This design comes from an exercise in tuning for small area, a short achievable clock period and few clock cycles per item on the open sky130 flow, not from production work.
At most, simulation tests tie the RTL to the original design; equivalence was not proved.
The RTL of runs 1, 2, 4 and 5 was laid out without a check of its function.

===== config.mk =====
export PLATFORM = sky130hd
export DESIGN_NAME = calendar_day_difference
export DESIGN_NICKNAME = calendar_day_difference
export VERILOG_FILES = /design/flow/design.v
export SDC_FILE = /design/flow/constraint.sdc
export NUM_CORES = 4
export LEC_CHECK = 0
export CAP_MARGIN = 20
export CORE_MARGIN = 2
export CORE_UTILIZATION = 40
export SETUP_SLACK_MARGIN = 5
export SLEW_MARGIN = 20

===== constraint.sdc =====
create_clock -name core_clock -period 9.5 [get_ports {clk}]
set_input_delay 1.9000 -clock core_clock [delete_from_list [all_inputs] [get_ports {clk}]]
set_output_delay 1.9000 -clock core_clock [all_outputs]
set_load 0.01 [all_outputs]

===== design.v =====
package cdd_pkg;
  localparam int DayW   = 5;
  localparam int MonW   = 4;
  localparam int YearW  = 14;
  localparam int CountW = 22;
endpackage
import cdd_pkg::*;
module calendar_day_difference
(
  input  logic              clk,
  input  logic              rst_n,
  input  logic              start,
  output logic              busy,
  input  logic [DayW-1:0]   in_first_day,
  input  logic [MonW-1:0]   in_first_month,
  input  logic [YearW-1:0]  in_first_year,
  input  logic [DayW-1:0]   in_second_day,
  input  logic [MonW-1:0]   in_second_month,
  input  logic [YearW-1:0]  in_second_year,
  output logic              out_valid,
  output logic [CountW-1:0] out_day_count
);
  localparam int SumW   = 24;              
  localparam int Y0Days = 730485;          
  assign busy = 1'b0;
  logic [DayW-1:0]  s0_day_r  [2];
  logic [MonW-1:0]  s0_mon_r  [2];
  logic [YearW-1:0] s0_year_r [2];
  always_ff @(posedge clk) begin
    s0_day_r[0]  <= in_first_day;
    s0_mon_r[0]  <= in_first_month;
    s0_year_r[0] <= in_first_year;
    s0_day_r[1]  <= in_second_day;
    s0_mon_r[1]  <= in_second_month;
    s0_year_r[1] <= in_second_year;
  end
  logic [7:0]  qc   [2];    
  logic [8:0]  mst  [2];    
  logic [4:0]  dd   [2];    
  logic        c1   [2];    
  logic        c28  [2];    
  logic        yz   [2];    
  for (genvar i = 0; i < 2; i++) begin : g_date
    logic [25:0] prod;      
    logic [11:0] qx;
    logic        mod100, leap, early, clamp;
    always_comb begin
      yz[i]  = (s0_year_r[i] == '0);
      qx     = s0_year_r[i][YearW-1:2];
      prod   = (26'(qx) << 10) + (26'(qx) << 8) + (26'(qx) << 5) - 26'(qx);
      qc[i]  = prod[22:15];
      mod100 = (prod[14:8] < 7'd5);
      leap   = (s0_year_r[i][1:0] == 2'b00) & (~mod100 | (qc[i][1:0] == 2'b00));
      unique case (s0_mon_r[i])
        4'd2:    mst[i] = 9'd31;
        4'd3:    mst[i] = 9'd59;
        4'd4:    mst[i] = 9'd90;
        4'd5:    mst[i] = 9'd120;
        4'd6:    mst[i] = 9'd151;
        4'd7:    mst[i] = 9'd181;
        4'd8:    mst[i] = 9'd212;
        4'd9:    mst[i] = 9'd243;
        4'd10:   mst[i] = 9'd273;
        4'd11:   mst[i] = 9'd304;
        4'd12:   mst[i] = 9'd334;
        default: mst[i] = 9'd0;
      endcase
      early = (s0_mon_r[i] <= 4'd2) | (s0_mon_r[i] >= 4'd13);
      unique case (s0_mon_r[i])
        4'd2:               clamp = (s0_day_r[i] > 5'd29);
        4'd4, 4'd6, 4'd9,
        4'd11:              clamp = (s0_day_r[i] == 5'd31);
        default:            clamp = 1'b0;
      endcase
      dd[i]  = clamp ? DayW'(1) : s0_day_r[i];
      c1[i]  = early & leap;
      c28[i] = (s0_mon_r[i] == 4'd2) & (s0_day_r[i] == 5'd29) & ~leap;
    end
  end
  logic [17:0] s1_y5_nxt;      
  logic [13:0] s1_small_nxt;   
  always_comb begin
    s1_y5_nxt    = 18'(s0_year_r[0]) + (18'(s0_year_r[0]) << 2)
                   - 18'(s0_year_r[1]) - (18'(s0_year_r[1]) << 2);
    s1_small_nxt = 14'(s0_year_r[0][YearW-1:2]) - 14'(s0_year_r[1][YearW-1:2])
                   + 14'(mst[0]) + 14'(dd[0]) - 14'(mst[1]) - 14'(dd[1]);
  end
  logic [17:0] s1_y5_r;
  logic [13:0] s1_small_r;
  logic [7:0]  s1_qc_r [2];
  logic [1:0]  s1_c1_r, s1_c28_r, s1_yz_r;
  always_ff @(posedge clk) begin
    s1_y5_r    <= s1_y5_nxt;
    s1_small_r <= s1_small_nxt;
    s1_qc_r[0] <= qc[0];
    s1_qc_r[1] <= qc[1];
    s1_c1_r    <= {c1[1], c1[0]};
    s1_c28_r   <= {c28[1], c28[0]};
    s1_yz_r    <= {yz[1], yz[0]};
  end
  localparam int KBase = -73 * (1 << 17) - (1 << 13) - 255 - 63 - 31 - 1;
  logic [SumW-1:0] s2_ysum_nxt;
  logic [9:0]      s2_lsum_nxt;
  always_comb begin
    logic [17:0] y5u;
    logic [13:0] smu;
    logic [7:0]  nq0;
    logic [5:0]  nq1;
    logic [4:0]  cpos, cneg;
    int          k;
    y5u  = s1_y5_r ^ 18'h20000;
    smu  = s1_small_r ^ 14'h2000;
    k    = KBase;
    if (s1_yz_r[0]) k = k + Y0Days;
    if (s1_yz_r[1]) k = k - Y0Days;
    s2_ysum_nxt = (SumW'(y5u) << 6) + (SumW'(y5u) << 3) + SumW'(y5u)
                  + SumW'(smu) + SumW'(k);
    nq0  = ~s1_qc_r[0];
    nq1  = ~s1_qc_r[1][7:2];
    cpos = {s1_c28_r[1], s1_c28_r[1], s1_c28_r[1], 1'b0, s1_c1_r[1]};
    cneg = ~{s1_c28_r[0], s1_c28_r[0], s1_c28_r[0], 1'b0, s1_c1_r[0]};
    s2_lsum_nxt = 10'(nq0) + 10'(s1_qc_r[0][7:2]) + 10'(s1_qc_r[1]) + 10'(nq1)
                  + 10'(cpos) + 10'(cneg);
  end
  logic [SumW-1:0] s2_ysum_r;
  logic [9:0]      s2_lsum_r;
  always_ff @(posedge clk) begin
    s2_ysum_r <= s2_ysum_nxt;
    s2_lsum_r <= s2_lsum_nxt;
  end
  logic [CountW-1:0] s3_cnt_nxt;
  always_comb begin
    logic [SumW:0] pos, neg;
    logic [SumW-1:0] lsx;
    lsx = SumW'(s2_lsum_r);
    pos = {s2_ysum_r, 1'b1} + {lsx, 1'b1};
    neg = {~s2_ysum_r, 1'b1} + {~lsx, 1'b1};
    if (pos[SumW])
      s3_cnt_nxt = neg[CountW+1] ? {CountW{1'b1}} : neg[CountW:1];
    else
      s3_cnt_nxt = pos[CountW+1] ? {CountW{1'b1}} : pos[CountW:1];
  end
  logic [CountW-1:0] s3_cnt_r;
  always_ff @(posedge clk) begin
    s3_cnt_r <= s3_cnt_nxt;
  end
  logic s0_vld_r, s1_vld_r, s2_vld_r, s3_vld_r;
  always_ff @(posedge clk) begin
    if (!rst_n) begin
      s0_vld_r <= 1'b0;
      s1_vld_r <= 1'b0;
      s2_vld_r <= 1'b0;
      s3_vld_r <= 1'b0;
    end else begin
      s0_vld_r <= start;
      s1_vld_r <= s0_vld_r;
      s2_vld_r <= s1_vld_r;
      s3_vld_r <= s2_vld_r;
    end
  end
  assign out_valid     = s3_vld_r;
  assign out_day_count = s3_cnt_r;
endmodule

===== run.sh =====
#!/bin/bash
# synth_recipe.tcl (not shown) runs the flow's synth.tcl, then flattens the netlist and writes it again
# the make line also repeats each setting of config.mk as NAME=value (left out here)
make -C /OpenROAD-flow-scripts/flow DESIGN_CONFIG=/design/flow/config.mk WORK_HOME=/design/flow/orfs CLKGATE_MAP_FILE= SYNTH_SCRIPT=/design/flow/synth_recipe.tcl finish

==> run notes, run 1 <==
* Outcome: timing/DRC/antenna clean
- Synth Flop Type: sky130_fd_sc_hd__dfxtp_1
- Final clock period utilization by the worst path: a little under three fifths
* H-tree levels: 4
* TritonCTS buffer count: 17
* Top cells by area, synth: sky130_fd_sc_hd__dfxtp_1 25%, sky130_fd_sc_hd__ha_1 20%, sky130_fd_sc_hd__fa_1 19%, sky130_fd_sc_hd__inv_1 6.6%, sky130_fd_sc_hd__xnor2_1 3.5%
- The number of nets handed over by synthesis was 1,893.
- Summed over all layers, the routed wires come to 30,950 um.
- Number of diodes: 0
* Slew Limit Headroom: 33.35%
* Crit path arrival time: between 5 and 6 ns
* Min cycle time layout: approximately 5.2 ns
- Of all cell types, the one taking the most synthesized area is sky130_fd_sc_hd__dfxtp_1.
* Post-synthesis register bit count: between 150 and 200
- The number of endpoints with negative hold slack in the final report is 0.
- Clock latency on the worst-skew pair: 0.45 ns
* EDFF count, synth: 0
* Area share of the largest cell type after synthesis: between 20% and 30%
- In the final routed layout, each cell accounts on average for 15.04 um.
* Cells after Synth: ~1,500
- Setup total negative slack on the finished layout was measured at 0 ns.
- Number of cells on the worst hold path: 1
- For this block, wires on met1 add up to approximately 15,000 um.
- Of the synthesized area, sequential elements account for roughly 25%.
* Distinct cell type count of the synthesized netlist: 74
- Measured in cells, the most critical reg-to-reg path has a length of 24.
* Clock input transition at the sequential cells of the worst setup and hold paths: roughly 0.07 ns
- Mean area per synthesized cell: 9.761 um^2
- Deepest clock path buffer count: 2
* Io pins: 73
* Layout area overhead: 15.33%
- Bufs and invs on worst path: 3
* Placeable Area: 35,570 um^2
- The net count of the finished layout is approximately 2,000.
- Total met2 wirelength after detailed routing: ~15,000 um
- Slew at the pin with the worst max-slew slack: ~1.0 ns
- Among all cell types in the netlist, the one instantiated most often is sky130_fd_sc_hd__inv_1.
* Clock root buffer master: sky130_fd_sc_hd__clkbuf_16
* Number of global-route vias before repair: between 10,000 and 15,000
- Clock sink total: 178
* Weighted congestion reported at the end of routability-driven placement: between 0.8 and 0.9
* GRT Util Overall: between 10% and 20%
- Along the worst path, the maximum fanout reaches 3.
* Clock tree from TritonCTS: yes
- CP Launch Type: flop
- The critical path goes through or3b_4, nand2_2, nor2_2, a31oi_1, or3_1, a21oi_2, o21a_1, nor2b_1, fa_1, inv_2, fa_1, inv_2, fa_1, inv_1, ha_1, a21o_1, a21oi_2, nand2b_4, a21boi_4, o311a_1, o21a_1, o21a_1, o41ai_2, xnor2_1.
* Wire length of the first global-routing pass: approximately 51,000 um
- The critical path runs through a total of 24 cells.
* Length of the first detailed-routing pass in iterations: 5
* Vias after detailed routing: between 10,000 and 15,000
- Die Area: roughly 38,000 um^2
- Antenna violations before repair: 0
- In the synthesized netlist, the cells that appear most often are 253 x sky130_fd_sc_hd__inv_1, 233 x sky130_fd_sc_hd__ha_1, 178 x sky130_fd_sc_hd__dfxtp_1.
* Crit-path leading delay family: adder cells
- DRC violation count after routing: 0
- Dividing the detail-routed via count by the number of cells gives 4.967.
* Setup crit end kind: flop
* Share of synthesized flip-flops with an asynchronous set or reset: 0%
- Worst clock skew: approximately 0.010 ns
- Cells with a size suffix above 1 make up under 10% of the layout.
- Largest net degree at the start of global routing: 20
- The tool flagged a number of max-cap violations equal to 0.
- In this run the core area contains approximately 70 standard-cell rows.
- Residual antenna-violating net count after detailed routing: 0
* Worst Setup Path Type: reg2reg
- Sum of met3 wire segment lengths after detailed routing: 951 um
* Initial drt markers: 418
- Worst path required time: slightly below 10 ns
- Achievable frequency: about 190 MHz
* Highest cell delay on the worst timing path: about 0.54 ns
- Final setup violation count: 0
- For this run the aggregate overflow at the end of global routing stands at 0.
- The min-delay analysis places its worst path in the category reg2reg.
- The Yosys step of the flow raised 11 warnings.
* Setup repair after global routing missed its margin: yes
* Final Max Slew Viols: 0
* Slowest cell on the critical path: sky130_fd_sc_hd__fa_1
- From left edge to right edge, the die measures a little under 200 um.
- Final core utilization: 46.74%
- Top routing layer in use: met4
- Number of input and output port buffers inserted: between 70 and 80
* HPWL Detailed: ~25,000 um
* Initial core utilization: approximately two fifths
* Floorplan die height: 193.8 um
- In this run the cell area of the synthesized design comes to 14,420 um^2.
[what timing repair did]
action | 4_1_cts | 5_1_grt
setup buffers | 25 | 8
endpoints found under the setup margin | 7 | 16
hold buffers | 0 | 0
resized for setup | 18 | 37
pin swaps | 18 | 23
[logic make-up after synthesis]
group / Yosys count / share of synthesized area, %
AO/OA/AOI/OAI: 299 / 13.90
XOR/XNOR: 77 / 4.678
adder cells (fa/ha/maj): 367 / 38.83
buffers and inverters: 270 / 7.195
flip-flops: 178 / 24.72
multiplexers: 15 / 1.258
other: 1 / 0.02601
AND/OR/NAND/NOR: 270 / 9.399
[sequential cells by signal, indices dropped and copies added (netlist names), 8 cells and up]
register	count
s1_qc_r	16
s1_small_r	14
s0_mon_r	8
mst	18
s2_ysum_r	24
s1_y5_r	18
s0_day_r	10
s0_year_r	28
s3_cnt_r	22
s2_lsum_r	10
[layout by cell type (no fill, tap or decap), types with 7 or more instances in the layout]
cell type | synthesis | layout
sky130_fd_sc_hd__a211oi_1 | 11 | 11
sky130_fd_sc_hd__a21o_1 | 39 | 39
sky130_fd_sc_hd__a21oi_1 | 88 | 84
sky130_fd_sc_hd__a221o_1 | 7 | 7
sky130_fd_sc_hd__a31oi_1 | 9 | 9
sky130_fd_sc_hd__and2_1 | 11 | 11
sky130_fd_sc_hd__and3_1 | 9 | 9
sky130_fd_sc_hd__and4_1 | 7 | 7
sky130_fd_sc_hd__buf_4 | 1 | 28
sky130_fd_sc_hd__clkbuf_16 | 0 | 17
sky130_fd_sc_hd__clkdlybuf4s50_1 | 0 | 71
sky130_fd_sc_hd__dfxtp_1 | 178 | 173
sky130_fd_sc_hd__fa_1 | 134 | 129
sky130_fd_sc_hd__ha_1 | 233 | 229
sky130_fd_sc_hd__inv_1 | 253 | 246
sky130_fd_sc_hd__inv_2 | 0 | 7
sky130_fd_sc_hd__mux2i_1 | 8 | 8
sky130_fd_sc_hd__nand2_1 | 69 | 68
sky130_fd_sc_hd__nand2b_1 | 10 | 9
sky130_fd_sc_hd__nand3_1 | 26 | 25
sky130_fd_sc_hd__nor2_1 | 64 | 59
sky130_fd_sc_hd__nor2b_1 | 17 | 15
sky130_fd_sc_hd__nor3_1 | 19 | 18
sky130_fd_sc_hd__o211ai_1 | 10 | 10
sky130_fd_sc_hd__o21a_1 | 9 | 9
sky130_fd_sc_hd__o21ai_0 | 41 | 38
sky130_fd_sc_hd__o21bai_1 | 19 | 19
sky130_fd_sc_hd__o22ai_1 | 10 | 10
sky130_fd_sc_hd__or3_1 | 7 | 7
sky130_fd_sc_hd__xnor2_1 | 58 | 57
sky130_fd_sc_hd__xor2_1 | 19 | 19
[routing by layer]
layer	track usage, %	vias up
li1	-	5189
met1	22.73	4817
met2	28.36	183
met3	2.540	28
met4	4.349	0
met5	0	-
[final timing paths]
| check | to | slack, ns | from |
|---|---|---|---|
| worst max register to register | s1_small_r[12]$_DFF_P_ | 4.25 | s0_day_r[1][0]$_DFF_P_ |
| worst min register to register | s3_vld_r$_SDFF_PN0_ | 0.43 | s2_vld_r$_SDFF_PN0_ |
| worst max-delay path | s1_small_r[12]$_DFF_P_ | 4.25 | s0_day_r[1][0]$_DFF_P_ |
| worst min-delay path | s3_vld_r$_SDFF_PN0_ | 0.43 | s2_vld_r$_SDFF_PN0_ |
[through the flow]
stage               hold WS, ns  cells  setup WS (ns)  area [um^2]
floorplan                0.4118   1477          4.595        14440
global placement         0.4167   1992          4.399        15640
detailed placement       0.4245   1992          4.293        15640
CTS                      0.4417   2049          4.385        16440
global route             0.4605   2057          4.026        16630
finish                   0.4349   2057          4.255        16630
[final cells by class]
cell class | instances | area [um^2]
clock inverters | 13 | 118.9
fillers | 3342 | 18940
well taps | 461 | 576.8
flip-flops and latches | 178 | 3570
multi-input cells | 1029 | 9991
repair buffers | 104 | 977.2
inverters | 253 | 949.7
clock buffers | 19 | 442.9
==> inputs of run 2 (changes only) <==
--- a/design.v
+++ b/design.v
@@ -21,7 +21,6 @@
   output logic [CountW-1:0] out_day_count
 );
   localparam int SumW   = 24;              
-  localparam int Y0Days = 730485;          
   assign busy = 1'b0;
   logic [DayW-1:0]  s0_day_r  [2];
   logic [MonW-1:0]  s0_mon_r  [2];
@@ -29,23 +28,19 @@
   always_ff @(posedge clk) begin
     s0_day_r[0]  <= in_first_day;
     s0_mon_r[0]  <= in_first_month;
-    s0_year_r[0] <= in_first_year;
+    s0_year_r[0] <= (in_first_year == '0) ? YearW'(2000) : in_first_year;
     s0_day_r[1]  <= in_second_day;
     s0_mon_r[1]  <= in_second_month;
-    s0_year_r[1] <= in_second_year;
+    s0_year_r[1] <= (in_second_year == '0) ? YearW'(2000) : in_second_year;
   end
   logic [7:0]  qc   [2];    
   logic [8:0]  mst  [2];    
-  logic [4:0]  dd   [2];    
-  logic        c1   [2];    
-  logic        c28  [2];    
-  logic        yz   [2];    
+  logic [2:0]  cv   [2];    
   for (genvar i = 0; i < 2; i++) begin : g_date
     logic [25:0] prod;      
     logic [11:0] qx;
-    logic        mod100, leap, early, clamp;
+    logic        mod100, leap, early, c1, c28, c29, c30;
     always_comb begin
-      yz[i]  = (s0_year_r[i] == '0);
       qx     = s0_year_r[i][YearW-1:2];
       prod   = (26'(qx) << 10) + (26'(qx) << 8) + (26'(qx) << 5) - 26'(qx);
       qc[i]  = prod[22:15];
@@ -66,15 +61,15 @@
         default: mst[i] = 9'd0;
       endcase
       early = (s0_mon_r[i] <= 4'd2) | (s0_mon_r[i] >= 4'd13);
+      c1  = early & leap;
+      c28 = (s0_mon_r[i] == 4'd2) & (s0_day_r[i] == 5'd29) & ~leap;
+      c29 = (s0_mon_r[i] == 4'd2) & (s0_day_r[i] == 5'd30);
       unique case (s0_mon_r[i])
-        4'd2:               clamp = (s0_day_r[i] > 5'd29);
-        4'd4, 4'd6, 4'd9,
-        4'd11:              clamp = (s0_day_r[i] == 5'd31);
-        default:            clamp = 1'b0;
+        4'd2, 4'd4, 4'd6, 4'd9,
+        4'd11:   c30 = (s0_day_r[i] == 5'd31);
+        default: c30 = 1'b0;
       endcase
-      dd[i]  = clamp ? DayW'(1) : s0_day_r[i];
-      c1[i]  = early & leap;
-      c28[i] = (s0_mon_r[i] == 4'd2) & (s0_day_r[i] == 5'd29) & ~leap;
+      cv[i] = {c28 | c29 | c30, c30 | (c29 & c1), c1 ^ c29};
     end
   end
   logic [17:0] s1_y5_nxt;      
@@ -83,20 +78,19 @@
     s1_y5_nxt    = 18'(s0_year_r[0]) + (18'(s0_year_r[0]) << 2)
                    - 18'(s0_year_r[1]) - (18'(s0_year_r[1]) << 2);
     s1_small_nxt = 14'(s0_year_r[0][YearW-1:2]) - 14'(s0_year_r[1][YearW-1:2])
-                   + 14'(mst[0]) + 14'(dd[0]) - 14'(mst[1]) - 14'(dd[1]);
+                   + 14'(mst[0]) + 14'(s0_day_r[0]) - 14'(mst[1]) - 14'(s0_day_r[1]);
   end
   logic [17:0] s1_y5_r;
   logic [13:0] s1_small_r;
   logic [7:0]  s1_qc_r [2];
-  logic [1:0]  s1_c1_r, s1_c28_r, s1_yz_r;
+  logic [2:0]  s1_cv_r [2];
   always_ff @(posedge clk) begin
     s1_y5_r    <= s1_y5_nxt;
     s1_small_r <= s1_small_nxt;
     s1_qc_r[0] <= qc[0];
     s1_qc_r[1] <= qc[1];
-    s1_c1_r    <= {c1[1], c1[0]};
-    s1_c28_r   <= {c28[1], c28[0]};
-    s1_yz_r    <= {yz[1], yz[0]};
+    s1_cv_r[0] <= cv[0];
+    s1_cv_r[1] <= cv[1];
   end
   localparam int KBase = -73 * (1 << 17) - (1 << 13) - 255 - 63 - 31 - 1;
   logic [SumW-1:0] s2_ysum_nxt;
@@ -107,18 +101,14 @@
     logic [7:0]  nq0;
     logic [5:0]  nq1;
     logic [4:0]  cpos, cneg;
-    int          k;
     y5u  = s1_y5_r ^ 18'h20000;
     smu  = s1_small_r ^ 14'h2000;
-    k    = KBase;
-    if (s1_yz_r[0]) k = k + Y0Days;
-    if (s1_yz_r[1]) k = k - Y0Days;
     s2_ysum_nxt = (SumW'(y5u) << 6) + (SumW'(y5u) << 3) + SumW'(y5u)
-                  + SumW'(smu) + SumW'(k);
+                  + SumW'(smu) + SumW'(KBase);
     nq0  = ~s1_qc_r[0];
     nq1  = ~s1_qc_r[1][7:2];
-    cpos = {s1_c28_r[1], s1_c28_r[1], s1_c28_r[1], 1'b0, s1_c1_r[1]};
-    cneg = ~{s1_c28_r[0], s1_c28_r[0], s1_c28_r[0], 1'b0, s1_c1_r[0]};
+    cpos = {s1_cv_r[1][2], s1_cv_r[1][2], s1_cv_r[1][2], s1_cv_r[1][1], s1_cv_r[1][0]};
+    cneg = ~{s1_cv_r[0][2], s1_cv_r[0][2], s1_cv_r[0][2], s1_cv_r[0][1], s1_cv_r[0][0]};
     s2_lsum_nxt = 10'(nq0) + 10'(s1_qc_r[0][7:2]) + 10'(s1_qc_r[1]) + 10'(nq1)
                   + 10'(cpos) + 10'(cneg);
   end
==> run 2 against run 1 <==
Compared with the run above:
- maximum frequency grew 22%
- non-clock buffer count shrank 31
- first-iteration DRC count grew 9.1%
- largest cell class unchanged
- wire length grew 1.3%
- critical endpoint is now s1_cv_r[1][1]$_DFF_P_
- still clean on timing, DRC and antenna
==> run notes, run 2 <==
- The wire-length estimate of the detail-placed layout is 26,410 um.
- The filler cells instantiated in the layout total 3,394.
- Post-cts hold buffer count: 0
- Count of instances resized after the clock tree is built: 0
* Highest cell delay on the worst timing path: about 0.60 ns
* Post-synth net total: approximately 1,900
* Slew Limit Headroom: 40.99%
* Initial drt markers: between 400 and 500
- The final layout contains approximately 2,000 nets.
* Io pins: 73
- After clock tree synthesis, the clock-pin slew on the worst setup and hold paths is 0.07 ns.
- At the placement stage, the worst setup path has a slack of between 5 and 6 ns.
* Start of the worst register-to-register path: s0_year_r[1][13]$_SDFF_PN0_
- Part of the Yosys area used for sequential elements: roughly a quarter
- Final non-filler cell area: between 15,000 and 20,000 um^2
* Biggest registers after layout: s0_year_r: 28 flops, s2_ysum_r: 24 flops, s3_cnt_r: 22 flops
* Horiz. Die Dim: just under 200 um
* Outcome: timing/DRC/antenna clean
- At the later pin of the worst-skew pair, clock insertion delay measures between 0.4 and 0.5 ns.
- Die Area: about 38,000 um^2
- Placeable Area: roughly 36,000 um^2
- CP Cell Sequence: inv_1, fa_1, inv_1, fa_1, inv_1, ha_1, nand2_1, o31ai_2, a21oi_2, o21bai_1, o311ai_1, a311oi_1, a2111oi_1, ha_1, nand2b_1
- Once layout is complete, the utilization of the core stands at a little under half.
- Synth cell count leaders: 251 x sky130_fd_sc_hd__ha_1, 249 x sky130_fd_sc_hd__inv_1, 178 x sky130_fd_sc_hd__dfxtp_1
* # rows: 69
* GRT Util Overall: about 17%
- Cell area after synthesis: about 15,000 um^2
- Max capacitance violation total: 0
* Residual antenna-violating net count after detailed routing: 0
- Antenna violations before repair: 1
* Slowest cell on the critical path: sky130_fd_sc_hd__a311oi_1
- Routed length per instance: around 15 um
- Number of diodes: 0
* Number of flip-flops in the largest register: 28
- Worst Setup Path Type: reg2reg
- STA classifies the critical path endpoint as a flop.
- Counting the buffers created by CTS gives 17.
- The most used flip-flop cell after synthesis is sky130_fd_sc_hd__dfxtp_1.
- Layout area overhead: 11.75%
- Largest net degree at the start of global routing: 27
* Bufs and invs on worst path: 3
- Tightest Hold Check Type: reg2reg
- Total stage count of the critical path: 15
* CP Launch Type: flop
* Yosys synthesis warning count: 9
- Setup repair after global routing missed its margin: no
* Logic depth of the worst register-to-register path: 15
* Commonest cells after routing, fill and taps aside: 251 x sky130_fd_sc_hd__ha_1, 249 x sky130_fd_sc_hd__inv_1, 175 x sky130_fd_sc_hd__dfxtp_1
* Post-synthesis register bit count: ~180
- Of the cells placed in the final design, the portion with a size suffix greater than 1 is around 4.2%.
- The critical path ends at s1_cv_r[1][1]$_DFF_P_.
* Number of input and output port buffers inserted: between 70 and 80
- Top cells by area, synth: sky130_fd_sc_hd__dfxtp_1 25%, sky130_fd_sc_hd__ha_1 22%, sky130_fd_sc_hd__fa_1 16%, sky130_fd_sc_hd__inv_1 6.4%, sky130_fd_sc_hd__xnor2_1 3.4%
- Summing all placed instances gives a cell area of approximately 16,000 um^2.
- Final setup margin: 5.216 ns
- The library cell used most frequently in the layout, excluding fill and tap cells, is sky130_fd_sc_hd__ha_1.
- The worst path needs 4.284 ns of the cycle, external delays included.
- Distinct cell type count of the synthesized netlist: 80
- The first TritonRoute pass finished after 5 iterations.
* Area share of the largest cell type after synthesis: 24.52%
- Summed over all layers, the routed wires come to ~31,000 um.
- Floorplan die height: 194.6 um
- Setup violations remaining at the end of the flow were counted as 0.
- Of the available clock period, the critical path in the final layout requires between 40% and 50%.
- Wire length of the first global-routing pass: 51,650 um
* Weighted congestion reported at the end of routability-driven placement: 0.8824
* Share of synthesized flip-flops with an asynchronous set or reset: 0%
* Crit path launch: s0_year_r[1][13]$_SDFF_PN0_
- At the pin with the least slew margin, the transition time is 0.8852 ns.
- Yosys instantiated no cell more often than sky130_fd_sc_hd__ha_1.
- Number of global-route vias before repair: slightly above 10,000
- Vias after detailed routing: 10,270
- Worst path required time: a little under 10 ns
- Peak fanout along the critical path: 6
- For this design, the sink count on the clock tree is between 150 and 200.
* CP most frequent cell: sky130_fd_sc_hd__inv_1
- Reg-to-reg endpoint: s1_cv_r[1][1]$_DFF_P_
- For the worst setup path, the data arrival time is around 4.6 ns.
- Static timing analysis puts the maximum clock frequency at between 200 and 250 MHz.
- Clock root buffer master: sky130_fd_sc_hd__clkbuf_16
- The synthesized design spends more area on one cell type than any other, namely sky130_fd_sc_hd__dfxtp_1.
* Cells after Synth: 1,504
- Final Hold Violating Endpoints: 0
* Worst clock skew: approximately 0.017 ns
* Mean area per synthesized cell: 9.663 um^2
* EDFF count, synth: 0
* Global route overflow: 0
- For the final routed database, the setup TNS stands at 0 ns.
- Counting flops per register, the top entry is s0_year_r.
- Final Max Slew Viols: 0
* Initial core utilization: between 40% and 50%
- Clock tree from TritonCTS: yes
- The cell family contributing the most delay on the critical path is compound AO/OA/AOI/OAI gates.
- The longest clock path from root to sink contains 2 buffers.
- Post-detailed-route via-to-cell ratio: about 5
* Number of setup buffers added after CTS: 0
- H-tree levels: 4
- DRC violation count after routing: 0
==> run 2: how the worst min path moves through the flow <==
| stage | start | endpoint | slack (ns) | cells after the start |
|---|---|---|---|---|
| after floorplan | s0_vld_r$_SDFF_PN0_ | s1_vld_r$_SDFF_PN0_ | 0.41 | 1 |
| after global placement | s1_vld_r$_SDFF_PN0_ | s2_vld_r$_SDFF_PN0_ | 0.42 | 1 |
| after detailed placement | s1_vld_r$_SDFF_PN0_ | s2_vld_r$_SDFF_PN0_ | 0.43 | 1 |
| after CTS | s1_vld_r$_SDFF_PN0_ | s2_vld_r$_SDFF_PN0_ | 0.45 | 1 |
| after global routing | s1_vld_r$_SDFF_PN0_ | s2_vld_r$_SDFF_PN0_ | 0.46 | 1 |
| final | s1_vld_r$_SDFF_PN0_ | s2_vld_r$_SDFF_PN0_ | 0.44 | 1 |
==> run 2: per-stage QoR <==
step / hold WS [ns] / cells
2_1_floorplan: 0.4118 / 1504
3_3_place_gp: 0.4228 / 2000
3_5_place_dp: 0.4328 / 2000
4_1_cts: 0.4520 / 2032
5_1_grt: 0.4649 / 2032
6_report: 0.4428 / 2032
==> run 2: cell families after synthesis <==
group                      share of synthesized area [%]
buffers and inverters                              7.783
and+or+nand+nor                                    9.669
other                                            0.02580
muxes                                             0.9728
DFF                                                24.52
AOI/OAI and AO/OA                                  14.50
adders and majority gates                          37.59
xor gates and xnor gates                           4.942
==> run 2: metal layers <==
metal	routed length (um)	global-route usage, %
met1	14650	22.33
met2	15060	29.40
met3	1229	2.933
met4	395	4.302
met5	8	0
==> run 2: cell type report <==
cell class	instances	area, um^2	area share, %
inverters	249	934.6	5.755
flip-flops and latches	178	3567	21.96
repair buffers	73	725.7	4.468
multi-input cells	1039	9848	60.64
clock inverters	13	145.1	0.8937
clock buffers	19	442.9	2.727
well taps	461	576.8	3.552
==> inputs of run 3 (changes only) <==
--- a/design.v
+++ b/design.v
@@ -21,6 +21,7 @@
   output logic [CountW-1:0] out_day_count
 );
   localparam int SumW   = 24;              
+  localparam int Y0Days = 730485;          
   assign busy = 1'b0;
   logic [DayW-1:0]  s0_day_r  [2];
   logic [MonW-1:0]  s0_mon_r  [2];
@@ -28,19 +29,21 @@
   always_ff @(posedge clk) begin
     s0_day_r[0]  <= in_first_day;
     s0_mon_r[0]  <= in_first_month;
-    s0_year_r[0] <= (in_first_year == '0) ? YearW'(2000) : in_first_year;
+    s0_year_r[0] <= in_first_year;
     s0_day_r[1]  <= in_second_day;
     s0_mon_r[1]  <= in_second_month;
-    s0_year_r[1] <= (in_second_year == '0) ? YearW'(2000) : in_second_year;
+    s0_year_r[1] <= in_second_year;
   end
   logic [7:0]  qc   [2];    
   logic [8:0]  mst  [2];    
   logic [2:0]  cv   [2];    
+  logic        yz   [2];    
   for (genvar i = 0; i < 2; i++) begin : g_date
     logic [25:0] prod;      
     logic [11:0] qx;
     logic        mod100, leap, early, c1, c28, c29, c30;
     always_comb begin
+      yz[i]  = (s0_year_r[i] == '0);
       qx     = s0_year_r[i][YearW-1:2];
       prod   = (26'(qx) << 10) + (26'(qx) << 8) + (26'(qx) << 5) - 26'(qx);
       qc[i]  = prod[22:15];
@@ -84,6 +87,7 @@
   logic [13:0] s1_small_r;
   logic [7:0]  s1_qc_r [2];
   logic [2:0]  s1_cv_r [2];
+  logic [1:0]  s1_yz_r;
   always_ff @(posedge clk) begin
     s1_y5_r    <= s1_y5_nxt;
     s1_small_r <= s1_small_nxt;
@@ -91,6 +95,7 @@
     s1_qc_r[1] <= qc[1];
     s1_cv_r[0] <= cv[0];
     s1_cv_r[1] <= cv[1];
+    s1_yz_r    <= {yz[1], yz[0]};
   end
   localparam int KBase = -73 * (1 << 17) - (1 << 13) - 255 - 63 - 31 - 1;
   logic [SumW-1:0] s2_ysum_nxt;
@@ -101,10 +106,14 @@
     logic [7:0]  nq0;
     logic [5:0]  nq1;
     logic [4:0]  cpos, cneg;
+    int          k;
     y5u  = s1_y5_r ^ 18'h20000;
     smu  = s1_small_r ^ 14'h2000;
+    k    = KBase;
+    if (s1_yz_r[0]) k = k + Y0Days;
+    if (s1_yz_r[1]) k = k - Y0Days;
     s2_ysum_nxt = (SumW'(y5u) << 6) + (SumW'(y5u) << 3) + SumW'(y5u)
-                  + SumW'(smu) + SumW'(KBase);
+                  + SumW'(smu) + SumW'(k);
     nq0  = ~s1_qc_r[0];
     nq1  = ~s1_qc_r[1][7:2];
     cpos = {s1_cv_r[1][2], s1_cv_r[1][2], s1_cv_r[1][2], s1_cv_r[1][1], s1_cv_r[1][0]};
==> run 3 against run 2 <==
Compared with the run above:
- critical path depth rose by 2
- sequential share of layout area rose by 0.059 points
- maximum frequency rose by 0.29%
- register-to-register slack hardly changed
- first-iteration DRC count down 10%
- cell area increased by 0.89%
- non-clock buffer count shrank 1
- critical path type unchanged
- largest cell class unchanged
==> run notes, run 3 <==
- After detailed placement, the design holds a cell count of between 2,000 and 2,500.
- EDFF count, synth: 0
- The number of antenna diodes in the final layout is 0.
- Horiz. Die Dim: a little under 200 um
* Part of the Yosys area used for sequential elements: between 20% and 30%
- Post-detailed-placement cell area: roughly 16,000 um^2
- GRT Util Overall: 17.32%
* Final clock period utilization by the worst path: ~45%
- Slowest cell on the critical path: sky130_fd_sc_hd__fa_1
- Share of layout cells above drive strength 1: around 5.2%
- For this design, the sink count on the clock tree is 180.
* TritonCTS buffer count: 17
- At the pin with the least slew margin, the transition time is roughly 1.0 ns.
- Achievable frequency: between 200 and 250 MHz
- Io pins: between 70 and 80
- Min cycle time layout: around 4.3 ns
- The final route contains ~10,000 vias.
- Between clock sinks in the finished design, the worst skew comes to around 0.011 ns.
- The largest registers in the layout are s0_year_r: 28 flops, s2_ysum_r: 24 flops, s3_cnt_r: 22 flops.
* Peak fanout along the critical path: 4
* Most repeated cell in the gate-level netlist after synthesis: sky130_fd_sc_hd__inv_1
- Counting every instance in the synthesized netlist gives 1,488.
- Counting every net in the synthesized netlist gives 1,906.
* Weighted congestion reported at the end of routability-driven placement: approximately 0.88
- Setup crit end kind: flop
* Clock root buffer master: sky130_fd_sc_hd__clkbuf_16
- The die is just under 200 um tall.
- The run finished with no timing, DRC or antenna violations.
- Commonest cells after routing, fill and taps aside: 244 x sky130_fd_sc_hd__inv_1, 230 x sky130_fd_sc_hd__ha_1, 176 x sky130_fd_sc_hd__dfxtp_1
- The critical path goes through inv_1, ha_2, inv_1, fa_1, fa_1, ha_1, ha_1, fa_2, a21oi_2, o21ai_0, a41oi_2, a31oi_1, nand4_1, a31oi_1, a21o_1, a21oi_1, xnor2_1.
* Global route overflow: 0
* Final non-filler cell area: ~16,000 um^2
- Setup violations remaining at the end of the flow were counted as 0.
- Routed length per instance: ~16 um
* Reg-to-reg endpoint: s2_ysum_r[23]$_DFF_P_
- After synthesis the netlist holds a flip-flop and latch count of 180.
* Net total in the final layout: between 1,500 and 2,000
- In this design, the largest share of critical-path delay is due to adder cells.
- Yosys synthesis warning count: 10
- For this run, the leading register cell type out of synthesis is sky130_fd_sc_hd__dfxtp_1.
* Initial drt markers: between 400 and 500
- The number of different library cells used by synthesis comes to 84.
- Data on the critical path is required at its endpoint by ~10 ns.
- In this design, the stage delay of the slowest critical-path cell is about 0.45 ns.
* Endpoint of the worst hold path: s3_vld_r$_SDFF_PN0_
* Register bank with the most flops: s0_year_r
- Antenna violations before repair: 2
* H-tree levels: 4
* Synth cell count leaders: 245 x sky130_fd_sc_hd__inv_1, 233 x sky130_fd_sc_hd__ha_1, 180 x sky130_fd_sc_hd__dfxtp_1
- Measured against its own limit, the worst slew margin works out to between 30% and 40%.
- The library cell used most frequently in the layout, excluding fill and tap cells, is sky130_fd_sc_hd__inv_1.
- The die covers approximately 38,000 um^2.
- In this run the most critical hold path is launched from s2_vld_r$_SDFF_PN0_.
- Area share of the largest cell type after synthesis: around 25%
- Total Routed Length: roughly 32,000 um
- The first detailed-routing pass ran for 5 iterations.
* Cell area after synthesis: 14,630 um^2
- The total area inside the core boundary comes to around 36,000 um^2.
- Post-cts hold buffer count: 0
* Number of flip-flops in the largest register: 28
- In the synthesized netlist the async set-or-reset flop fraction comes to 0%.
- A synthesized cell averages just under 10 um^2.
* Post-detailed-route via-to-cell ratio: ~5
* Wire length of the first global-routing pass: 51,990 um
- Number of input and output port buffers inserted: about 70
* Deepest clock path buffer count: 2
- Layout area overhead: 12.00%
* Final cell count without fillers: slightly above 2,000
- Largest net degree at the start of global routing: 27
* HPWL Detailed: approximately 27,000 um
- In the post-synthesis netlist, the biggest area contributors are sky130_fd_sc_hd__dfxtp_1 25%, sky130_fd_sc_hd__ha_1 20%, sky130_fd_sc_hd__fa_1 19%, sky130_fd_sc_hd__inv_1 6.3%, sky130_fd_sc_hd__xnor2_1 3.4%.
- Number of cells on the worst hold path: 1
* Library cell with the largest summed area after synthesis: sky130_fd_sc_hd__dfxtp_1
* Clock tree from TritonCTS: yes
- The worst register-to-register path begins at s1_yz_r[0]$_DFF_P_.
- The via count of the first global-routing pass came to 10,320.
* Tightest Hold Check Type: reg2reg
* Residual antenna-violating net count after detailed routing: 0
- # rows: 70
- For the worst flop-to-flop path, the logic depth is 17.
* Final Hold Violating Endpoints: 0
- The later pin in the worst-skew pair is clocked with a latency of between 0.4 and 0.5 ns.
* Initial core utilization: roughly 40%
* Setup TNS: 0 ns
* Crit path arrival time: between 4 and 5 ns
- The worst setup path is launched from a flop.
- The final max-slew violation count came to 0.
* Setup repair after global routing missed its margin: no
- The tool flagged a number of max-cap violations equal to 0.
- Bufs and invs on worst path: 2
* Clock input transition at the sequential cells of the worst setup and hold paths: approximately 0.07 ns
- For this run, design rule violations remaining after detail routing come to 0.
- Worst Setup Path Type: reg2reg
## run 3: cell count changes after synthesis, moves of 6 or more
cell | previous run | this run
sky130_fd_sc_hd__o211ai_1 | 13 | 3
sky130_fd_sc_hd__o21ai_1 | 11 | 3
sky130_fd_sc_hd__nand2b_1 | 20 | 14
sky130_fd_sc_hd__o21a_1 | 20 | 6
sky130_fd_sc_hd__fa_1 | 116 | 136
sky130_fd_sc_hd__a211oi_1 | 10 | 4
sky130_fd_sc_hd__nand3_1 | 26 | 32
sky130_fd_sc_hd__clkbuf_1 | 23 | 9
sky130_fd_sc_hd__ha_1 | 251 | 233
sky130_fd_sc_hd__nand2_1 | 54 | 68
sky130_fd_sc_hd__a21o_1 | 27 | 33
sky130_fd_sc_hd__a31oi_1 | 7 | 14
## run 3: metal layers
layer	vias up	track usage (%)	share of wire (%)
li1	5162	-	-
met3	34	2.953	4.0
met5	-	0	0
met2	170	29.60	48
met1	4762	22.33	46
met4	0	5.541	2.0
## run 3: cells by family after synthesis
family          Yosys count  synth area share (%)
flops                   180                 24.63
compound gates          281                 13.12
other cells               1               0.02563
simple gates            290                 10.12
mux                      15                 1.249
xor+xnor                 82                 4.961
buf+inv                 270                 7.355
fa+ha+maj               369                 38.54
## run 3: layout make-up
type,count,area (um^2)
multi-input combinational,1038,10000
sequential,180,3608
fill,3435,19960
inverter,245,919.6
clock inverter,14,113.9
clock buffer,18,439.2
timing repair buffer,72,718.2
tap,468,585.6
## run 3: repair_timing
action | CTS | global route
hold endpoints to repair | 0 | 0
buffers inserted | 0 | 1
resized for setup | 2 | 16
pin swaps | 1 | 2
setup endpoints to repair | 2 | 5
## run 3: worst register-to-register path, cell delays in order, from the launching register on
cell and delay, ns:
sky130_fd_sc_hd__dfxtp_1 0.34, sky130_fd_sc_hd__inv_1 0.05, sky130_fd_sc_hd__ha_2 0.38, sky130_fd_sc_hd__inv_1 0.14
sky130_fd_sc_hd__fa_1 0.43, sky130_fd_sc_hd__fa_1 0.45, sky130_fd_sc_hd__ha_1 0.31, sky130_fd_sc_hd__ha_1 0.23
sky130_fd_sc_hd__fa_2 0.38, sky130_fd_sc_hd__a21oi_2 0.17, sky130_fd_sc_hd__o21ai_0 0.15, sky130_fd_sc_hd__a41oi_2 0.28
sky130_fd_sc_hd__a31oi_1 0.13, sky130_fd_sc_hd__nand4_1 0.15, sky130_fd_sc_hd__a31oi_1 0.12, sky130_fd_sc_hd__a21o_1 0.19
sky130_fd_sc_hd__a21oi_1 0.17, sky130_fd_sc_hd__xnor2_1 0.13
## run 3: metrics by stage
stage	hold WS, ns	util (%)	worst slack (ns)
2_1_floorplan	0.4118	-	5.329
3_3_place_gp	0.4232	43.38	5.058
3_5_place_dp	0.4278	43.40	4.982
4_1_cts	0.4441	44.94	5.014
5_1_grt	0.4645	45.08	5.006
6_report	0.4383	45.08	5.228
## run 3: worst max path at each step
stage | startpoint | end | cells after the start
after floorplan | s0_year_r[0][2]$_DFF_P_ | s1_small_r[13]$_DFF_P_ | 19
after global placement | s0_year_r[0][2]$_DFF_P_ | s1_small_r[13]$_DFF_P_ | 19
after detailed placement | s0_year_r[1][3]$_DFF_P_ | s1_small_r[13]$_DFF_P_ | 17
after CTS | s0_year_r[0][2]$_DFF_P_ | s1_small_r[13]$_DFF_P_ | 19
after global routing | s1_yz_r[0]$_DFF_P_ | s2_ysum_r[23]$_DFF_P_ | 17
final | s1_yz_r[0]$_DFF_P_ | s2_ysum_r[23]$_DFF_P_ | 17
Testbench counts of run 3, summed over its fixed seeds: cycles 16,040, items 16,000.
==> inputs of run 4 (changes only) <==
--- a/design.v
+++ b/design.v
@@ -21,7 +21,6 @@
   output logic [CountW-1:0] out_day_count
 );
   localparam int SumW   = 24;              
-  localparam int Y0Days = 730485;          
   assign busy = 1'b0;
   logic [DayW-1:0]  s0_day_r  [2];
   logic [MonW-1:0]  s0_mon_r  [2];
@@ -29,49 +28,43 @@
   always_ff @(posedge clk) begin
     s0_day_r[0]  <= in_first_day;
     s0_mon_r[0]  <= in_first_month;
-    s0_year_r[0] <= in_first_year;
+    s0_year_r[0] <= (in_first_year == '0) ? YearW'(2000) : in_first_year;
     s0_day_r[1]  <= in_second_day;
     s0_mon_r[1]  <= in_second_month;
-    s0_year_r[1] <= in_second_year;
+    s0_year_r[1] <= (in_second_year == '0) ? YearW'(2000) : in_second_year;
   end
   logic [7:0]  qc   [2];    
   logic [8:0]  mst  [2];    
   logic [2:0]  cv   [2];    
-  logic        yz   [2];    
   for (genvar i = 0; i < 2; i++) begin : g_date
     logic [25:0] prod;      
     logic [11:0] qx;
     logic        mod100, leap, early, c1, c28, c29, c30;
     always_comb begin
-      yz[i]  = (s0_year_r[i] == '0);
       qx     = s0_year_r[i][YearW-1:2];
       prod   = (26'(qx) << 10) + (26'(qx) << 8) + (26'(qx) << 5) - 26'(qx);
       qc[i]  = prod[22:15];
       mod100 = (prod[14:8] < 7'd5);
       leap   = (s0_year_r[i][1:0] == 2'b00) & (~mod100 | (qc[i][1:0] == 2'b00));
-      unique case (s0_mon_r[i])
-        4'd2:    mst[i] = 9'd31;
-        4'd3:    mst[i] = 9'd59;
-        4'd4:    mst[i] = 9'd90;
-        4'd5:    mst[i] = 9'd120;
-        4'd6:    mst[i] = 9'd151;
-        4'd7:    mst[i] = 9'd181;
-        4'd8:    mst[i] = 9'd212;
-        4'd9:    mst[i] = 9'd243;
-        4'd10:   mst[i] = 9'd273;
-        4'd11:   mst[i] = 9'd304;
-        4'd12:   mst[i] = 9'd334;
-        default: mst[i] = 9'd0;
-      endcase
+      mst[i] =
+        (s0_mon_r[i] == 4'd2) ? 9'd31 :
+        (s0_mon_r[i] == 4'd3) ? 9'd59 :
+        (s0_mon_r[i] == 4'd4) ? 9'd90 :
+        (s0_mon_r[i] == 4'd5) ? 9'd120 :
+        (s0_mon_r[i] == 4'd6) ? 9'd151 :
+        (s0_mon_r[i] == 4'd7) ? 9'd181 :
+        (s0_mon_r[i] == 4'd8) ? 9'd212 :
+        (s0_mon_r[i] == 4'd9) ? 9'd243 :
+        (s0_mon_r[i] == 4'd10) ? 9'd273 :
+        (s0_mon_r[i] == 4'd11) ? 9'd304 :
+        (s0_mon_r[i] == 4'd12) ? 9'd334 : 9'd0;
       early = (s0_mon_r[i] <= 4'd2) | (s0_mon_r[i] >= 4'd13);
       c1  = early & leap;
       c28 = (s0_mon_r[i] == 4'd2) & (s0_day_r[i] == 5'd29) & ~leap;
       c29 = (s0_mon_r[i] == 4'd2) & (s0_day_r[i] == 5'd30);
-      unique case (s0_mon_r[i])
-        4'd2, 4'd4, 4'd6, 4'd9,
-        4'd11:   c30 = (s0_day_r[i] == 5'd31);
-        default: c30 = 1'b0;
-      endcase
+      c30 = (s0_day_r[i] == 5'd31) &
+            ((s0_mon_r[i] == 4'd2) | (s0_mon_r[i] == 4'd4) | (s0_mon_r[i] == 4'd6) |
+             (s0_mon_r[i] == 4'd9) | (s0_mon_r[i] == 4'd11));
       cv[i] = {c28 | c29 | c30, c30 | (c29 & c1), c1 ^ c29};
     end
   end
@@ -87,7 +80,6 @@
   logic [13:0] s1_small_r;
   logic [7:0]  s1_qc_r [2];
   logic [2:0]  s1_cv_r [2];
-  logic [1:0]  s1_yz_r;
   always_ff @(posedge clk) begin
     s1_y5_r    <= s1_y5_nxt;
     s1_small_r <= s1_small_nxt;
@@ -95,7 +87,6 @@
     s1_qc_r[1] <= qc[1];
     s1_cv_r[0] <= cv[0];
     s1_cv_r[1] <= cv[1];
-    s1_yz_r    <= {yz[1], yz[0]};
   end
   localparam int KBase = -73 * (1 << 17) - (1 << 13) - 255 - 63 - 31 - 1;
   logic [SumW-1:0] s2_ysum_nxt;
@@ -106,14 +97,10 @@
     logic [7:0]  nq0;
     logic [5:0]  nq1;
     logic [4:0]  cpos, cneg;
-    int          k;
     y5u  = s1_y5_r ^ 18'h20000;
     smu  = s1_small_r ^ 14'h2000;
-    k    = KBase;
-    if (s1_yz_r[0]) k = k + Y0Days;
-    if (s1_yz_r[1]) k = k - Y0Days;
     s2_ysum_nxt = (SumW'(y5u) << 6) + (SumW'(y5u) << 3) + SumW'(y5u)
-                  + SumW'(smu) + SumW'(k);
+                  + SumW'(smu) + SumW'(KBase);
     nq0  = ~s1_qc_r[0];
     nq1  = ~s1_qc_r[1][7:2];
     cpos = {s1_cv_r[1][2], s1_cv_r[1][2], s1_cv_r[1][2], s1_cv_r[1][1], s1_cv_r[1][0]};
==> run 4 against run 3 <==
Compared with the run above:
- sequential cell count decreased by 20
- cell area decreased by 2.6%
- utilization increased by 0.14 points
- non-clock buffer count increased by 1
- die area decreased by 2.8%
- first-iteration DRC count increased by 17%
- register-to-register slack improved by 0.03 ns
- worst hold slack about the same
- highest routed layer unchanged
==> run notes, run 4 <==
- The flow ran to the end and the layout has no timing, DRC or antenna violations.
* Cells after Synth: around 1,500
- After clock tree synthesis, the clock-pin slew on the worst setup and hold paths is ~0.070 ns.
* Register bank with the most flops: s0_year_r
- Post-synth net total: between 1,500 and 2,000
- After synthesis the cells add up to about 14,000 um^2.
- The number of endpoints with negative hold slack in the final report is 0.
- In the final routed layout, each cell accounts on average for roughly 15 um.
- GRT Util Overall: about 18%
* Global route overflow: 0
- Once routing completed, OpenROAD measured the worst setup slack at 5.256 ns.
- Final hold slack: around 0.44 ns
- Post-detailed-placement cell area: around 15,000 um^2
* Clock tree from TritonCTS: yes
- Biggest registers after layout: s0_year_r: 28 flops, s2_ysum_r: 24 flops, s3_cnt_r: 22 flops
- Top cells by area, synth: sky130_fd_sc_hd__dfxtp_1 23%, sky130_fd_sc_hd__ha_1 21%, sky130_fd_sc_hd__fa_1 16%, sky130_fd_sc_hd__inv_1 6.8%, sky130_fd_sc_hd__xnor2_1 3.9%
- Crit path arrival time: between 4 and 5 ns
- Setup crit end kind: flop
- Setup total negative slack on the finished layout was measured at 0 ns.
* Placeable Area: 35,310 um^2
- The count of cells in the finished layout, fillers not included, comes to roughly 2,100.
- Clock latency on the worst-skew pair, taken at its later pin, is approximately 0.45 ns.
- Initial core utilization: between 40% and 50%
* Number of cells in the design after placement: 2,023
- The most numerous cell type found on the critical path is sky130_fd_sc_hd__fa_1.
* HPWL Detailed: between 20,000 and 30,000 um
- The final max-slew violation count came to 0.
* Yosys synthesis warning count: 9
- FF+latch area: 3217 um^2
- Before antenna repair, the detailed router went through 6 iterations.
- CP Launch Type: flop
- The most used flip-flop cell after synthesis is sky130_fd_sc_hd__dfxtp_1.
- Achievable frequency: roughly 240 MHz
- Horiz. Die Dim: 192.5 um
- The detail route stage leaves a number of antenna-violating nets equal to 0.
- Largest net degree at the start of global routing: 22
* H-tree levels: 4
- EDFF count, synth: 0
- The library cell used most frequently in the layout, excluding fill and tap cells, is sky130_fd_sc_hd__inv_1.
- The register with the most flip-flops in the layout has 28 of them.
- Layout area overhead: 12.37%
- Number of global-route vias before repair: 10,340
- Peak fanout along the critical path: 13
* Post-cts hold buffer count: 0
- For this run, design rule violations remaining after detail routing come to 0.
- Share of layout cells above drive strength 1: 4.953%
- Worst clock skew: between 0.015 and 0.02 ns
- Sequential elements use approximately 23% of the synthesized area.
- In this run the biggest area consumer among cell types represents a little under a quarter of the synthesized area.
- After the last flow step, the layout net total stands at 1,983.
* Pre-CTS setup slack: between 4 and 5 ns
- The smallest clock period supported by the final layout is computed as ~4.2 ns.
- 0 antenna diodes ended up in the layout.
- Final non-filler cell area: between 15,000 and 20,000 um^2
- Slowest cell on the critical path: sky130_fd_sc_hd__fa_1
* Mean area per synthesized cell: ~9.3 um^2
* Slew Limit Headroom: approximately 28%
* Initial drt markers: 477
- Library cell with the largest summed area after synthesis: sky130_fd_sc_hd__dfxtp_1
- Final setup violation count: 0
- The setup path with the least slack is of type reg2reg.
- Io pins: 73
* Vias after detailed routing: 10,370
- Commonest cells after routing, fill and taps aside: 254 x sky130_fd_sc_hd__inv_1, 235 x sky130_fd_sc_hd__ha_1, 155 x sky130_fd_sc_hd__dfxtp_1
- After detailed routing, the number of vias per cell comes to a little over 5.
- Input and output buffers added on the ports amount to just over 70.
- In this run the core area contains slightly below 70 standard-cell rows.
* Clock sink total: 160
* Wire length of the first global-routing pass: just over 50,000 um
- Worst path required time: ~9.8 ns
- Post-synthesis register bit count: 160
* Setup repair after global routing missed its margin: no
- TritonCTS created 17 clock buffers.
* Clock root buffer master: sky130_fd_sc_hd__clkbuf_16
- Floorplan die height: a little under 200 um
* Fillers: roughly 3,400
* Deepest clock path buffer count: 2
- CP Cell Sequence: nand2b_1, nor2_1, a21oi_1, o21ai_1, fa_1, fa_1, fa_1, inv_1, ha_1, inv_1, fa_1, nor2b_1, o21ai_1, a21boi_1, o21ai_1, a21oi_1, a41o_1, o41ai_2, xor2_1
- Number of cells on the worst hold path: 1
- Die Area: about 37,000 um^2
* Most repeated cell in the gate-level netlist after synthesis: sky130_fd_sc_hd__inv_1
* Tightest Hold Check Type: reg2reg
* Highest cell delay on the worst timing path: 0.46 ns
* Combined area of the multi-input logic cells: between 9000 and 10,000 um^2
- The number of antenna violations at the first check in global routing was 0.
- Measured in cells, the most critical reg-to-reg path has a length of 19.
- Routability-driven placement finished with a final weighted congestion of between 0.9 and 1.
- Share of synthesized flip-flops with an asynchronous set or reset: 0%
- Synth cell count leaders: 256 x sky130_fd_sc_hd__inv_1, 235 x sky130_fd_sc_hd__ha_1, 160 x sky130_fd_sc_hd__dfxtp_1
- Slew at the pin with the worst max-slew slack: approximately 1.1 ns
- Final clock period utilization by the worst path: between 40% and 50%
- Distinct cell type count of the synthesized netlist: between 80 and 90
- The final layout contains routed wiring with a total length of slightly above 30,000 um.
* Max capacitance violation total: 0
## run 4: changes by cell type in the layout (fill, tap and decap cells not counted), moves of 9 or more
cell,previous run,this run
sky130_fd_sc_hd__nor2_1,60,87
sky130_fd_sc_hd__nor4_1,5,15
sky130_fd_sc_hd__dfxtp_1,176,155
sky130_fd_sc_hd__nand3_1,32,21
sky130_fd_sc_hd__o21ai_0,39,56
sky130_fd_sc_hd__a21o_1,33,22
sky130_fd_sc_hd__inv_1,244,254
sky130_fd_sc_hd__fa_1,135,116
sky130_fd_sc_hd__xor2_1,24,15
## run 4: kinds of logic (layout without fill, tap and decap cells)
group,Yosys count,count (layout),synth area share (%)
simple gates,330,330,12.14
xor+xnor,79,79,4.870
other cells,1,1,0.02639
mux,12,12,0.8983
fa+ha+maj,351,351,37.04
buf+inv,296,360,8.040
flops,160,160,22.55
compound gates,302,302,14.44
## run 4: stage by stage
step                      util, %
after floorplan                 -
after global placement      43.37
after detailed placement    43.37
after CTS                   45.07
after global routing        45.21
final                       45.21
## run 4: cell type report
class,count,share of cell area (%)
inverter,256,6.042
sequential,160,20.15
clock inverter,13,0.9718
multi-input combinational,1075,61.93
clock buffer,18,2.751
timing repair buffer,73,4.545
tap,461,3.613
## run 4: routing by layer
layer  global-route usage, %  routed length, um  up-vias
met4                   4.433                395        0
met2                   29.52              14530      209
met3                   3.310               1437       25
met1                   23.55              14660     4842
li1                        -                  -     5292
met5                       0                  0        -
## run 4: path summary, 6_finish.rpt
path                          start                      to  slack (ns)
max          s0_mon_r[1][1]$_DFF_P_  s1_small_r[13]$_DFF_P_        5.26
min             s1_vld_r$_SDFF_PN0_     s2_vld_r$_SDFF_PN0_        0.44
max reg2reg  s0_mon_r[1][1]$_DFF_P_  s1_small_r[13]$_DFF_P_        5.26
min reg2reg     s1_vld_r$_SDFF_PN0_     s2_vld_r$_SDFF_PN0_        0.44
## run 4: worst max-delay path: cells and delay by family (launching register included)
kind	cells	cell delay (ns)
adders and majority gates	5	1.90
buffers and inverters	2	0.12
and+or+nand+nor	3	0.45
xor gates and xnor gates	1	0.14
DFF	1	0.40
AOI/OAI and AO/OA	8	1.10
## run 4: timing repair
action,4_1_cts,5_1_grt
gates resized for setup,4,15
setup endpoints to repair,2,8
hold endpoints to repair,0,0
pin swaps,0,1
setup buffers,0,2
==> inputs of run 5 (changes only) <==
--- a/config.mk
+++ b/config.mk
@@ -5,6 +5,7 @@
 export SDC_FILE = /design/flow/constraint.sdc
 export NUM_CORES = 4
 export LEC_CHECK = 0
+export ABC_AREA = 1
 export CAP_MARGIN = 20
 export CORE_MARGIN = 2
 export CORE_UTILIZATION = 40
==> run 5 against run 4 <==
Compared with the run above:
- still clean
- first-iteration DRC count increased by 27%
- wire length increased by 19%
- maximum frequency increased by 4.1%
- worst setup slack improved by 0.17 ns
- cell count increased by 23%
- sequential cell count unchanged
- register-to-register slack improved by 0.17 ns
==> run notes, run 5 <==
- Leaving out fill and tap cells, the most frequent cell in the layout is sky130_fd_sc_hd__nand2_1.
* Yosys synthesis warning count: 9
* Final setup violation count: 0
* Antenna violations before repair: 0
* Register bank with the most flops: s0_year_r
- Number of global-route vias before repair: 12,510
- Reg-to-reg endpoint: s1_small_r[11]$_DFF_P_
- Endpoint of the worst hold path: s3_vld_r$_SDFF_PN0_
* Clock root buffer master: sky130_fd_sc_hd__clkbuf_16
* Cells after Synth: around 2,000
- Synth Flop Type: sky130_fd_sc_hd__dfxtp_1
- For this run, the total global-route usage over all layers was measured as between 10% and 20%.
* Setup repair after global routing missed its margin: no
* Crit path arrival time: between 4 and 5 ns
- # rows: 71
- Number of cells on the worst hold path: 2
- In this run the worst hold path is classified as reg2reg.
* Io pins: 73
- The worst setup path is captured at a flop.
- Largest net degree at the start of global routing: 24
* Wire length of the first global-routing pass: between 60,000 and 70,000 um
- The largest registers in the layout are s0_year_r: 28 flops, s2_ysum_r: 24 flops, s3_cnt_r: 22 flops.
- Clock sink total: between 150 and 200
* Final clock period utilization by the worst path: 42.91%
- Commonest cells after routing, fill and taps aside: 391 x sky130_fd_sc_hd__nand2_1, 386 x sky130_fd_sc_hd__inv_1, 235 x sky130_fd_sc_hd__ha_1
- No sink is reached through more buffers than the 2 on the longest clock path.
- Part of the Yosys area used for sequential elements: between 20% and 30%
- The final max-slew violation count came to 0.
* Total Routed Length: around 37,000 um
- Residual antenna-violating net count after detailed routing: 0
- Post-detailed-route via-to-cell ratio: roughly 4.8
- Global route overflow: 0
- Yosys attributes the largest share of cell area to sky130_fd_sc_hd__dfxtp_1 21%, sky130_fd_sc_hd__ha_1 19%, sky130_fd_sc_hd__fa_1 15%, sky130_fd_sc_hd__nand2_1 9.7%, sky130_fd_sc_hd__inv_1 9.6%.
- Cell area after synthesis: approximately 15,000 um^2
- Across all register-to-register paths, the minimum setup slack is 5.42 ns.
- Buffers placed on the I/O ports in this run total slightly above 70.
- Floorplan die height: approximately 200 um
- Worst clock skew: around 0.013 ns
- The worst setup path is of the reg2reg kind.
- Prior to clock tree synthesis, the placed netlist has a worst setup slack of 5.323 ns.
* Layout area overhead: 11.59%
- The commonest cells after synthesis are 391 x sky130_fd_sc_hd__nand2_1, 386 x sky130_fd_sc_hd__inv_1, 235 x sky130_fd_sc_hd__ha_1.
* Routed length per instance: around 15 um
* Distinct cell type count of the synthesized netlist: 41
- The worst setup path is launched from a flop.
* Area share of the largest cell type after synthesis: 21.13%
* Max capacitance violation total: 0
* Clock input transition at the sequential cells of the worst setup and hold paths: ~0.07 ns
* Min cycle time layout: 4.076 ns
- Net total in the final layout: 2,403
- The die covers 39,460 um^2.
- For the worst setup path, the data required time is just under 10 ns.
- Vias after detailed routing: about 12,000
* EDFF count, synth: 0
- Slew at the pin with the worst max-slew slack: about 0.61 ns
- The register with the most flip-flops in the layout has 28 of them.
- Placeable Area: 37,490 um^2
- The worst hold path begins at s2_vld_r$_SDFF_PN0_.
* Library cell with the largest summed area after synthesis: sky130_fd_sc_hd__dfxtp_1
* Length of the first detailed-routing pass in iterations: 5
* Final setup margin: roughly 5.4 ns
- Fillers: around 3,800
* Final Hold Violating Endpoints: 0
- Horiz. Die Dim: 198.7 um
- For the final routed database, the setup TNS stands at 0 ns.
- Routability-driven placement finished with a final weighted congestion of approximately 0.95.
- In this run, CTS created clock tree buffers numbering 17.
- Post-synth net total: roughly 2,300
- Share of synthesized flip-flops with an asynchronous set or reset: 0%
- The average instance in the mapped netlist occupies 7.792 um^2.
- Final core utilization: a little under half
- After synthesis the netlist holds a flip-flop and latch count of 160.
* Initial drt markers: slightly above 600
* Final cell count without fillers: approximately 2,500
- Outcome: timing/DRC/antenna clean
- HPWL Detailed: around 32,000 um
- The startpoint identified for the worst register-to-register timing path is s0_mon_r[1][2]$_DFF_P_.
- DRC violation count after routing: 0
- Share of layout cells above drive strength 1: 2.431%
- Number of cells in the design after placement: 2,495
- Clock latency on the worst-skew pair: between 0.4 and 0.5 ns
- For the worst flop-to-flop path, the logic depth is 17.
* Clock tree from TritonCTS: yes
- Once the floorplan was initialized, standard cells occupied about two fifths of the core.
- Achievable frequency: between 200 and 250 MHz
- Slew Limit Headroom: a little under 60%
- H-tree levels: 4
- In the post-synthesis netlist, the cell with the most instances is sky130_fd_sc_hd__nand2_1.
* Number of diodes: 0
* Post-cts hold buffer count: 0
* Peak fanout along the critical path: 7
run 5: worst max-delay path by stage:
stage,from,end,slack (ns),depth (start not counted)
floorplan,s0_mon_r[1][2]$_DFF_P_,s1_small_r[11]$_DFF_P_,5.66,17
CTS,s0_mon_r[1][2]$_DFF_P_,s1_small_r[11]$_DFF_P_,5.31,17
finish,s0_mon_r[1][2]$_DFF_P_,s1_small_r[11]$_DFF_P_,5.42,17
global placement,s0_mon_r[1][2]$_DFF_P_,s1_small_r[11]$_DFF_P_,5.43,17
detailed placement,s0_mon_r[1][2]$_DFF_P_,s1_small_r[11]$_DFF_P_,5.32,17
global route,s0_mon_r[1][2]$_DFF_P_,s1_small_r[11]$_DFF_P_,5.05,17
run 5: layout make-up:
cell class                      count  area, um^2  share of cell area [%]
Clock inverter                     13       145.1                  0.8582
Timing Repair Buffer               71       710.7                   4.202
Sequential cell                   160        3203                   18.94
Inverter                          389        1460                   8.634
Tap cell                          511       639.4                   3.780
Multi-Input combinational cell   1364       10310                   60.97
Clock buffer                       19       442.9                   2.619
run 5: critical path: stages (launching register included):
cell and delay (ns):
sky130_fd_sc_hd__dfxtp_1 0.37, sky130_fd_sc_hd__nor2_1 0.21, sky130_fd_sc_hd__inv_1 0.10, sky130_fd_sc_hd__nor2_1 0.10, sky130_fd_sc_hd__inv_1 0.05, sky130_fd_sc_hd__nand2_1 0.08
sky130_fd_sc_hd__fa_1 0.44, sky130_fd_sc_hd__fa_1 0.54, sky130_fd_sc_hd__inv_1 0.05, sky130_fd_sc_hd__fa_1 0.53, sky130_fd_sc_hd__inv_1 0.04, sky130_fd_sc_hd__ha_1 0.36
sky130_fd_sc_hd__nand2_1 0.07, sky130_fd_sc_hd__o21ai_1 0.23, sky130_fd_sc_hd__a21boi_0 0.19, sky130_fd_sc_hd__o21ai_0 0.29, sky130_fd_sc_hd__a31oi_1 0.15, sky130_fd_sc_hd__xor2_1 0.16
run 5: routing by layer:
metal / vias up / global-route usage (%) / wire (um)
li1: 6233 / - / -
met1: 5584 / 24.13 / 16500
met2: 243 / 35.60 / 18200
met3: 55 / 2.984 / 1357
met4: 0 / 6.302 / 898
met5: - / 0 / 0
run 5: kinds of logic after synthesis:
| logic type | after synthesis | share of synthesized area, % |
|---|---|---|
| and+or+nand+nor | 659 | 18.09 |
| buffers and inverters | 421 | 10.83 |
| adders and majority gates | 351 | 34.72 |
| AOI/OAI and AO/OA | 242 | 8.784 |
| DFF | 160 | 21.13 |
| xor gates and xnor gates | 111 | 6.415 |
| other | 1 | 0.02474 |
run 5: metrics by stage:
step / hold slack, ns / instance area [um^2]
floorplan: 0.3900 / 15160
global placement: 0.3939 / 16320
detailed placement: 0.4010 / 16320
CTS: 0.4185 / 16910
global route: 0.4368 / 16910
finish: 0.4145 / 16910
run 5: what timing repair did:
item | in CTS | in global routing
endpoints found under the hold margin | 0 | 0
resized for setup | 0 | 1
endpoints found under the setup margin | 0 | 1
buffers inserted | 0 | 0

==> what the ideal ports hide <==
The flow's constraints put no driver on any port. The routed layouts listed below were extracted and timed again, unchanged, in two steps. Step 1, drivers: a clkbuf_16 drives clk and a buf_2 each remaining input, both assumed. Step 2, shift: input delay + t, output delay - t, t = (earliest + latest rising clock arrival at the registers) / 2. This alone moves slack from input paths to output paths. Slacks: ideal ports / drivers / drivers and shift; pairs: ideal ports / drivers.
| run | t, ns | slack for setup (ns) | worst slew at a driven data input, ns |
|---|---|---|---|
| run 1 | 0.497 | 4.255 / 4.255 / 4.255 | 0.04 |
| run 2 | 0.495 | 5.216 / 5.216 / 5.216 | 0.04 |
| run 3 | 0.498 | 5.228 / 5.228 / 5.228 | 0.04 |
| run 4 | 0.493 | 5.256 / 5.256 / 5.256 | 0.04 |
| run 5 | 0.501 | 5.424 / 5.424 / 5.424 | 0.05 |
After both steps every run listed still meets setup and hold.
